This design comes from an exercise in tuning for small area, a short achievable clock period and few clock cycles on the open sky130 flow, not from production work.
The RTL of this run was laid out without a check of its function.
No activity file was given, so power comes from the tool's default toggle rates.

<file path="flow/config.mk">
export PLATFORM = sky130hd
export DESIGN_NAME = fixed_block_free_list_allocator
export DESIGN_NICKNAME = fixed_block_free_list_allocator
export VERILOG_FILES = /design/flow/design.v
export SDC_FILE = /design/flow/constraint.sdc
export NUM_CORES = 4
export LEC_CHECK = 0
export CAP_MARGIN = 20
export CORE_MARGIN = 2
export CORE_UTILIZATION = 40
export SLEW_MARGIN = 20
</file>
<file path="flow/constraint.sdc">
create_clock -name core_clock -period 5.0 [get_ports {clk}]
set_input_delay 1.0000 -clock core_clock [delete_from_list [all_inputs] [get_ports {clk}]]
set_output_delay 1.0000 -clock core_clock [all_outputs]
set_load 0.01 [all_outputs]
</file>
<file path="flow/design.v">
package fbfl_pkg;
  localparam int COUNT_W  = 9;
  localparam int BYTES_W  = 13;
  localparam int INDEX_W  = 8;
  localparam int OFFSET_W = 20;
  localparam logic [1:0] STATUS_OK    = 2'd0;
  localparam logic [1:0] STATUS_EMPTY = 2'd1;
  localparam logic [1:0] STATUS_RANGE = 2'd2;
endpackage
module fixed_block_free_list_allocator (
  input  logic        clk,
  input  logic        rst,
  input  logic        cfg_write,
  input  logic        cfg_index,
  input  logic [12:0] cfg_data,
  input  logic        in_valid,
  output logic        in_stall,
  input  logic        op,
  input  logic [7:0]  block_index,
  output logic        out_valid,
  input  logic        out_stall,
  output logic [1:0]  status,
  output logic [7:0]  granted_index,
  output logic [19:0] byte_offset,
  output logic [8:0]  free_count
);
  logic [7:0]  last_idx;      
  logic [9:0]  size_hi;       
  logic        size_rnd;      
  logic [7:0]  link_mem [256];
  logic [7:0]  head;
  logic        head_end;
  logic [7:0]  tail;          
  logic        tail_ok;
  logic [8:0]  free_cnt;
  logic [7:0]  sweep;         
  logic        sweeping;
  localparam int NSKIP = 4;
  logic [7:0]  skip    [NSKIP];  
  logic        skip_ok [NSKIP];
  logic        r_valid, r_op;
  logic [7:0]  r_idx;
  logic        s_valid, s_op;
  logic [7:0]  s_idx;
  logic        q1_valid;
  logic [1:0]  q1_status;
  logic [7:0]  q1_index;
  logic [19:0] q1_offset;
  logic [8:0]  q1_count;
  logic        accept, exec, idx_ok, blocked, do_alloc, do_free, pop, push;
  logic        fresh, ahead, hit, full, skip_now, head_skip;
  logic [NSKIP-1:0] free_slot;
  logic [7:0]  link_rd, head_inc;
  logic [16:0] prod;
  logic [1:0]  e_status;
  logic [7:0]  e_index;
  logic [19:0] e_offset;
  logic [8:0]  e_count;
  logic [8:0]  cnt_inc, cnt_dec;
  logic [7:0]  cfg_last;
  logic [8:0]  cfg_count;
  assign accept   = in_valid && !in_stall;
  assign idx_ok   = (r_idx <= last_idx);
  assign ahead    = sweeping && (r_idx >= sweep);
  always_comb begin
    hit       = 1'b0;
    full      = 1'b1;
    skip_now  = 1'b0;
    head_skip = 1'b0;
    free_slot = '0;
    for (int k = 0; k < NSKIP; k++) begin
      hit       = hit || (skip_ok[k] && (r_idx == skip[k]));
      skip_now  = skip_now || (skip_ok[k] && (sweep == skip[k]));
      head_skip = head_skip || (skip_ok[k] && (head == skip[k]));
      free_slot[k] = full && !skip_ok[k];
      full      = full && skip_ok[k];
    end
  end
  assign blocked  = r_op && ahead && full && !hit;
  assign exec     = r_valid && !q1_valid && !blocked;
  assign do_alloc = exec && !r_op && !head_end;
  assign do_free  = exec && r_op && idx_ok;
  assign pop      = out_valid && !out_stall;
  assign push     = exec;
  assign head_inc = head + 8'd1;
  assign fresh    = sweeping && (head >= sweep) && !head_skip;
  assign link_rd  = fresh ? head_inc : link_mem[head];
  assign cnt_inc  = (!free_cnt[8] && (free_cnt[7:0] <= last_idx)) ? free_cnt + 9'd1 : free_cnt;
  assign cnt_dec  = (free_cnt != 9'd0) ? free_cnt - 9'd1 : free_cnt;
  assign prod     = 17'(head) * 17'(size_hi) + (size_rnd ? 17'(head) : 17'd0);
  always_comb begin
    e_status = fbfl_pkg::STATUS_OK;
    e_index  = 8'd0;
    e_offset = 20'd0;
    e_count  = free_cnt;
    if (!r_op) begin
      if (head_end) begin
        e_status = fbfl_pkg::STATUS_EMPTY;
      end else begin
        e_index  = head;
        e_offset = {prod, 3'b000};
        e_count  = cnt_dec;
      end
    end else if (!idx_ok) begin
      e_status = fbfl_pkg::STATUS_RANGE;
    end else begin
      e_count = cnt_inc;
    end
  end
  always_comb begin
    if (cfg_data[8]) begin
      cfg_last  = 8'd255;
      cfg_count = 9'd256;
    end else if (cfg_data[7:0] == 8'd0) begin
      cfg_last  = 8'd0;
      cfg_count = 9'd1;
    end else begin
      cfg_last  = cfg_data[7:0] - 8'd1;
      cfg_count = {1'b0, cfg_data[7:0]};
    end
  end
  always_ff @(posedge clk) begin
    if (do_free) begin
      link_mem[r_idx] <= head;
    end else if (sweeping && !skip_now) begin
      link_mem[sweep] <= sweep + 8'd1;
    end
  end
  always_ff @(posedge clk) begin
    if (rst || (cfg_write && !cfg_index)) begin
      if (rst) begin
        last_idx <= 8'd255;
        free_cnt <= 9'd256;
        tail     <= 8'd255;
      end else begin
        last_idx <= cfg_last;
        free_cnt <= cfg_count;
        tail     <= cfg_last;
      end
      head     <= 8'd0;
      head_end <= 1'b0;
      tail_ok  <= 1'b1;
      sweep    <= 8'd0;
      sweeping <= 1'b1;
      for (int k = 0; k < NSKIP; k++) begin
        skip_ok[k] <= 1'b0;
      end
    end else begin
      if (sweeping && !do_free) begin
        sweep <= sweep + 8'd1;
        if (sweep == last_idx) begin
          sweeping <= 1'b0;
        end
        for (int k = 0; k < NSKIP; k++) begin
          if (sweep == skip[k]) begin
            skip_ok[k] <= 1'b0;
          end
        end
      end
      if (do_free && ahead && !hit) begin
        for (int k = 0; k < NSKIP; k++) begin
          if (free_slot[k]) begin
            skip[k]    <= r_idx;
            skip_ok[k] <= 1'b1;
          end
        end
      end
      if (do_alloc) begin
        free_cnt <= cnt_dec;
        if (tail_ok && (head == tail)) begin
          head_end <= 1'b1;
        end else begin
          head <= link_rd;
        end
      end
      if (do_free) begin
        free_cnt <= cnt_inc;
        head     <= r_idx;
        head_end <= 1'b0;
        if (head_end) begin
          tail    <= r_idx;
          tail_ok <= 1'b1;
        end else if (r_idx == tail) begin
          tail_ok <= 1'b0;
        end
      end
    end
  end
  always_ff @(posedge clk) begin
    if (rst) begin
      size_hi  <= 10'd1;
      size_rnd <= 1'b0;
    end else if (cfg_write && cfg_index) begin
      size_hi  <= cfg_data[12:3];
      size_rnd <= (cfg_data[2:0] != 3'd0);
    end
  end
  always_ff @(posedge clk) begin
    if (rst) begin
      r_valid  <= 1'b0;
      s_valid  <= 1'b0;
      in_stall <= 1'b0;
    end else begin
      if (exec || !r_valid) begin
        r_valid <= s_valid || accept;
        s_valid <= 1'b0;
        in_stall <= 1'b0;
      end else if (accept) begin
        s_valid  <= 1'b1;
        in_stall <= 1'b1;
      end
    end
  end
  always_ff @(posedge clk) begin
    if (exec || !r_valid) begin
      if (s_valid) begin
        r_op  <= s_op;
        r_idx <= s_idx;
      end else begin
        r_op  <= op;
        r_idx <= block_index;
      end
    end
    if (accept) begin
      s_op  <= op;
      s_idx <= block_index;
    end
  end
  always_ff @(posedge clk) begin
    if (rst) begin
      out_valid <= 1'b0;
      q1_valid  <= 1'b0;
    end else begin
      if (pop || !out_valid) begin
        out_valid <= q1_valid || push;
        q1_valid  <= 1'b0;
      end else if (push) begin
        q1_valid <= 1'b1;
      end
    end
  end
  always_ff @(posedge clk) begin
    if (pop || !out_valid) begin
      if (q1_valid) begin
        status        <= q1_status;
        granted_index <= q1_index;
        byte_offset   <= q1_offset;
        free_count    <= q1_count;
      end else begin
        status        <= e_status;
        granted_index <= e_index;
        byte_offset   <= e_offset;
        free_count    <= e_count;
      end
    end
    if (push) begin
      q1_status <= e_status;
      q1_index  <= e_index;
      q1_offset <= e_offset;
      q1_count  <= e_count;
    end
  end
endmodule
</file>
<file path="flow/run.sh">
#!/bin/bash
# synth_recipe.tcl (not shown) runs the flow's synth.tcl, then flattens the netlist and writes it again
# the make line also repeats each setting of config.mk as NAME=value (left out here)
make -C /OpenROAD-flow-scripts/flow DESIGN_CONFIG=/design/flow/config.mk WORK_HOME=/design/flow/orfs CLKGATE_MAP_FILE= SYNTH_SCRIPT=/design/flow/synth_recipe.tcl finish
</file>
==> key figures <==
Outcome
  • Outcome: timing/DRC/antenna clean

Clock tree
  • CTS Buf Count: 220
  • CTS root buffer: clkbuf_16
  • Clock Latency Late Sink: between 0.9 and 1 ns
  • CTS clk-pin slew, worst paths: 0.06 ns
  • Postcts setup bufs: 0
  • Sink Count: approximately 2200
  • CTS HTree Levels: 4
  • CTS tree: built
  • Longest Clk Path Bufs: 3
  • Hold Buf Count CTS: 0

Timing
  • Peak Freq: 210 MHz
  • Slew Limit Fails: 0
  • Setup violators final: 0
  • Final Hold Fails: 0
  • Setup TNS Final: 0 ns
  • Worst hold slack: 0.459 ns
  • Slew Limit Headroom: 24.8%
  • Clk_skew: 0.0943 ns
  • Worst slew pin tran: 1.13 ns
  • Fin crit period: 4.75 ns
  • Tcrit/Tclk final: 95.0%
  • Worst setup margin: approximately 0.25 ns

Final layout
  • Fraction of final layout cells sized beyond drive strength 1: roughly a quarter
  • Final Core Density: 46.3%
  • Fin area: 0.108 mm^2
  • Non-Filler Instances: 8807
  • Area grow syn2layout: 14.9%
  • # nets final: 5646

Placed design
  • Worst slack, placed: 0.0599 ns
  • Dpl cells: 8396
  • DP HPWL: 178000 um
  • GP Congestion: 0.912
  • Area after DPL: roughly 0.1 mm^2
  • PortBufs: 65

Synth
  • Post-synth cell types: 97
  • Mapped cell area: approximately 0.094 mm^2
  • Mux contribution to synthesized area: 14.1%
  • Top FF cell, synth: edfxtp_1
  • Warnings, synthesis: 3
  • Largest family of logic cells by synthesized area: multiplexers
  • Compound-Gate Fraction of Synth Area: around 3.5%
  • Ys async rst share: 0%
  • Largest area contributor in the netlist: edfxtp_1
  • Seq/Total Area, Yosys: ~71%
  • Synth area leaders: edfxtp_1 70%, mux4_2 11%, nor2_1 1.5%
  • Simple-Gate Fraction of Synth Area: 4.89%
  • Xor/xnor share of the synthesized area: 1.50%
  • Post-Synthesis Cells: 5074
  • Synth Area in Adders: about 2.2%
  • Synth top area share: a little over two thirds
  • Seq cells post-synth: 2241
  • Post-synth EDFFs: 2195
  • Synth Area per Inst: about 19 um^2

Power and ir drop
  • Power Total: 40.7 mW
  • Peak VDD IR: 0.336 mV
  • Power Dens Cells: 377 mW/mm^2
  • Lkg Pwr: 34.6 nW

Global routing
  • First-pass GRT wire length: 382000 um
  • Initial antenna violation count: 13
  • Global route overflow: 0
  • Total GRT Usage: 22.4%
  • Number of global-route vias before repair: about 51000
  • Largest net degree at the start of global routing: 121

Worst setup path
  • Critical path type: reg -> reg
  • Startpoint types: flop
  • Crit path required time: 5.60 ns
  • WP data arrival: 5.35 ns
  • CP Capture Type: flop
  • CP Max Fanout: 6

Floorplan
  • Row count: 177
  • I/O pin count: 69
  • Die Span X: 489 um
  • Initial core utilization: 40.3%
  • Die Y: around 500 um
  • Die area: approximately 0.24 mm^2
  • Core ar.: 0.233 mm^2

Worst hold path
  • Hold Path Class: reg -> reg

Drt
  • Via density: 5.83
  • DRT iter0 DRCs: 6571
  • Via count: 51400
  • WL/cell: 30.5 um
  • Routed Antenna Nets: 0
  • DRC: 0
  • Drt first pass iters: 5
  • Total routed wirelength: 269000 um

Job
  • Max-cap violations: 0
## Yosys cell counts, drive strengths merged (17+ instances only)
master     n
edfxtp  2195
mux4     498
nor2     380
buf      223
nand2    219
mux2i    131
inv      117
xnor2     94
a22oi     86
and2      77
ha        76
clkbuf    74
a21oi     73
xor2      67
nand3     66
o21ai     57
fa        55
nor3      55
mux2      49
dfxtp     46
o22ai     37
nand4     32
nor4      31
a31oi     30
nor2b     27
nand2b    23
o31ai     20
a32oi     19
a211oi    17
## routing by layer
layer / share of wire, % / GRT usage, % / vias up
met3: 9.7 / 5.05 / 496
met1: 41 / 31.7 / 27100
li1: - / - / 21200
met5: 0.0078 / 0 / -
met4: 4.3 / 8.86 / 4
met2: 45 / 33.9 / 2571
## worst paths after layout
path,from,to,slack (ns),cells past startpoint
max,size_hi[3]$_SDFFE_PP0P_,byte_offset[18]$_DFFE_PP_,0.25,18
min,tail_ok$_SDFFE_PN1P_,tail_ok$_SDFFE_PN1P_,0.46,1
min reg2reg,tail_ok$_SDFFE_PN1P_,tail_ok$_SDFFE_PN1P_,0.46,1
max reg2reg,size_hi[3]$_SDFFE_PP0P_,byte_offset[18]$_DFFE_PP_,0.25,18
## worst max-delay path, cell delays in order, from the launching register on
cell       delay (ns)
dfxtp_1          0.43
nand2_1          0.11
fa_1             0.50
inv_1            0.04
ha_1             0.27
ha_1             0.27
inv_1            0.04
fa_1             0.47
inv_1            0.04
ha_1             0.20
fa_1             0.46
a21oi_1          0.16
o21bai_1         0.14
a2111oi_2        0.38
nor3_1           0.13
a41o_1           0.28
o41ai_2          0.25
xor2_1           0.23
o31ai_1          0.09
## logic make-up (layout without fill, tap and decap cells)
kind of cell | after synthesis | count (layout)
DFF | 2241 | 2241
and+or+nand+nor | 976 | 976
muxes | 678 | 678
AOI/OAI and AO/OA | 471 | 471
buffers and inverters | 415 | 1009
xor gates and xnor gates | 161 | 161
adders and majority gates | 131 | 131
other | 1 | 8
## power breakdown
part,internal (mW),switching (mW)
clock network,9.22,7.32
logic,1.26,1.98
registers,20.8,0.145
## area by class of cell
cell class              instances  area (um^2)
repair buffers                486         4480
clock inverters               133         1480
well taps                    3132         3920
clock buffers                 272         5750
multi-input cells            2420        25000
inverters                     118          449
flip-flops and latches       2241        66900
fillers                     19600       125000
diodes                          5         12.5
## flip-flops by register name, indices dropped and copies added, names as in the netlist, 9 cells and up, named ones only
name and cells:
link_mem 2048, skip 32, byte_offset 17, q1_offset 17
size_hi 10, free_cnt 9, free_count 9, q1_count 9
## what timing repair did
| item | CTS | global route |
|---|---|---|
| gates resized for setup | 0 | 7 |
| endpoints found under the setup margin | 0 | 5 |
| endpoints found under the hold margin | 0 | 0 |
## placed cells by master, fill, tap and decap left out, drive strengths merged, types with 11 or more instances in the layout
| master | n |
|---|---|
| nor3 | 55 |
| a211oi | 17 |
| dfxtp | 46 |
| o211ai | 11 |
| bufinv | 19 |
| a22o | 13 |
| nand3 | 66 |
| a32oi | 19 |
| a21o | 16 |
| nand2b | 23 |
| clkbuf | 272 |
| xnor2 | 94 |
| nand2 | 219 |
| o22ai | 37 |
| inv | 122 |
| mux2 | 49 |
| a31oi | 30 |
| and3 | 16 |
| fa | 55 |
| a22oi | 86 |
| o21ai | 57 |
| o31ai | 20 |
| xor2 | 67 |
| ha | 76 |
| mux4 | 498 |
| nand4 | 32 |
| nor4 | 31 |
| a21oi | 73 |
| clkdlybuf4s50 | 65 |
| buf | 421 |
| nor2 | 380 |
| nor2b | 27 |
| clkinv | 100 |
| o221ai | 13 |
| mux2i | 131 |
| a221oi | 15 |
| and2 | 77 |
| edfxtp | 2195 |

[separate check: timing with driven ports]
The results above use ideal ports. As a check the final layout listed here was re-extracted and re-timed, cells and wires unchanged. Step 1, drivers: a clkbuf_16 drives clk and a buf_2 each remaining input, both assumed. Step 2 moves the port delays by t, midway between the first and last clock arrival at a register: inputs arrive t later, outputs are due t later. That takes back most of the time a late clock gives input paths. a / b / c = ideal / step 1 / step 2; a / b = the first two.
t, ns: 0.958
setup slack, ns: 0.249 / 0.249 / 0.249
worst setup path at the end: register to register
After both steps setup and hold are still met in this run. For this run, drivers alone change the setup slack by 0.000 ns; drivers and shift together by 0.000 ns.
